Background: an optimization exercise with open tools, aiming at small area and a short achievable clock period. Do not read the settings as production practice.
Function was checked by simulation only, so behaviour that the tests miss may differ from the original.
Power and IR drop assume default switching activity.

==> flow/design.v <==
module lc3_dmem_responder #(
   parameter int unsigned ADDR_W      = 8,
   parameter int unsigned DATA_W      = 16,
   parameter int unsigned WAIT_CYCLES = 1
) (
   input  logic              clock,
   input  logic              reset,
   input  logic              Data_req,
   input  logic              Data_rd,
   input  logic [15:0]       Data_addr,
   input  logic [DATA_W-1:0] Data_din,
   output logic [DATA_W-1:0] Data_dout,
   output logic              complete_data,
   output logic              busy,
   output logic              access_err
);
   localparam int unsigned DEPTH = 2 ** ADDR_W;    
   localparam int unsigned NQ    = 4;              
   localparam int unsigned QW    = DEPTH / NQ;     
   logic              s1_q, s2_q, busy_q, comp_q, err_q;
   logic              accept_c;
   logic              rd_q, ok_q;
   logic [15:0]       row_q, col_q;
   logic [DATA_W-1:0] din_q;
   logic              wpend_q;
   logic [DATA_W-1:0] dout_q;
   logic [DATA_W-1:0] part_q [NQ];
   logic [DATA_W-1:0] rdata_c;
   logic [DATA_W-1:0] word_q [DEPTH];
   logic [DEPTH-1:0]  sel_c;
   assign accept_c = reset && Data_req && !busy_q;
   always_ff @(posedge clock) begin
      s1_q    <= accept_c;
      s2_q    <= reset && s1_q;
      busy_q  <= accept_c || (reset && s1_q);
      comp_q  <= reset && s2_q;
      err_q   <= reset && s2_q && !ok_q;
      wpend_q <= reset && s1_q && !rd_q && ok_q;
   end
   always_ff @(posedge clock) begin
      if (!busy_q) begin
         rd_q  <= Data_rd;
         ok_q  <= (Data_addr[15:8] == 8'h00);
         din_q <= Data_din;
         for (int i = 0; i < 16; i++) begin
            row_q[i] <= (Data_addr[7:4] == 4'(i));
            col_q[i] <= (Data_addr[3:0] == 4'(i));
         end
      end
   end
   always_comb begin
      for (int w = 0; w < DEPTH; w++) begin
         sel_c[w] = row_q[w / 16] && col_q[w % 16];
      end
   end
   for (genvar w = 0; w < DEPTH; w++) begin : g_word
      always_ff @(posedge clock) begin
         if (wpend_q && sel_c[w]) begin
            word_q[w] <= din_q;
         end
      end
   end
   always_ff @(posedge clock) begin
      for (int q = 0; q < NQ; q++) begin
         logic [DATA_W-1:0] acc;
         acc = '0;
         for (int w = q * QW; w < (q + 1) * QW; w++) begin
            acc = acc | ({DATA_W{sel_c[w]}} & word_q[w]);
         end
         part_q[q] <= acc;
      end
   end
   always_comb begin
      rdata_c = '0;
      for (int q = 0; q < NQ; q++) begin
         rdata_c = rdata_c | part_q[q];
      end
   end
   always_ff @(posedge clock) begin
      if (!reset) begin
         dout_q <= '0;
      end else if (s2_q && rd_q) begin
         dout_q <= ok_q ? rdata_c : '0;
      end
   end
   assign Data_dout     = dout_q;
   assign complete_data = comp_q;
   assign busy          = busy_q;
   assign access_err    = err_q;
endmodule
clock: 5.5 ns
lec_check: 0
cap_margin: 20
core_margin: 2
core_utilization: 40
slew_margin: 20
run.sh (not shown) runs the stock make flow with config.mk's settings and CLKGATE_MAP_FILE= SYNTH_SCRIPT=/design/flow/synth_recipe.tcl, a recipe that flattens the netlist after the stock synthesis.
Rerun with:
- CORE_UTILIZATION: 40 -> 65
- SETUP_SLACK_MARGIN: unset -> 3.0
Effect: The new run finished clean. Power drops by 0.37%. Cell count decreases by 12%. Synthesized area does not change. Global-route usage grows by 16 points. Sequential power is about the same. Worst setup slack improves by 0.72 ns. Synthesized cell count stays the same. Wire length rises by 7.8%. Die area went down by 38%. Utilization rose by 30 points.
Rerun with:
- CORE_UTILIZATION: 65 -> 40
- CTS_CLUSTER_DIAMETER: unset -> 60
- CTS_CLUSTER_SIZE: unset -> 30
=> Final area shrinks by 1.2%. Maximum frequency grows by 7.7%. Synthesized cell count does not change. Power shrinks by 7.1%. Global-route usage shrinks by 15 points. Worst setup slack gets better by 0.21 ns. Clock-buffer cell count shrinks by 245.
Rerun with:
- CTS_CLUSTER_DIAMETER: 60 -> unset
- CTS_CLUSTER_SIZE: 30 -> unset
What happened: Clock power climbs by 28%. Global-route usage climbs by 0.14 points. Total power rose by 9.7%. Non-clock buffer count shrinks by 28.

-- port drivers added, routing unchanged --
The results above use ideal ports. As a check the final layouts listed here were re-extracted and re-timed, cells and wires unchanged. Step 1 sets driving cells, clkbuf_16 on the clock port and buf_2 on the other inputs (assumed; they add their load-dependent delay and slew). Step 2 adds t to the input delays and takes it off the output delays; t is the mean of the earliest and latest rising clock arrival at the registers after step 1. Input paths then give back, and output paths get back, about the clock's delay inside the block. a / b / c = ideal ports / drivers / drivers and shift; a / b = the first two.
| run | t, ns | setup WS [ns] | worst setup path at the end | slew at the worst register clock pin (ns) | worst data-port slew with drivers (ns) |
|---|---|---|---|---|---|
| the first run | 1.060 | 1.816 / 1.816 / 1.816 | register to register | 0.07 / 0.07 | 0.17 |
| the second run | 1.081 | 2.541 / 2.541 / 2.541 | register to register | 0.07 / 0.07 | 0.13 |
| the third run | 1.028 | 2.752 / 2.752 / 2.343 | input to register | 0.11 / 0.11 | 0.15 |
| the fourth run | 1.066 | 2.792 / 2.787 / 2.401 | input to register | 0.07 / 0.07 | 0.17 |
After both steps setup and hold are still met in every run listed. For the third run, which loses most, drivers alone change the setup slack by 0.000 ns; drivers and shift together by -0.409 ns.
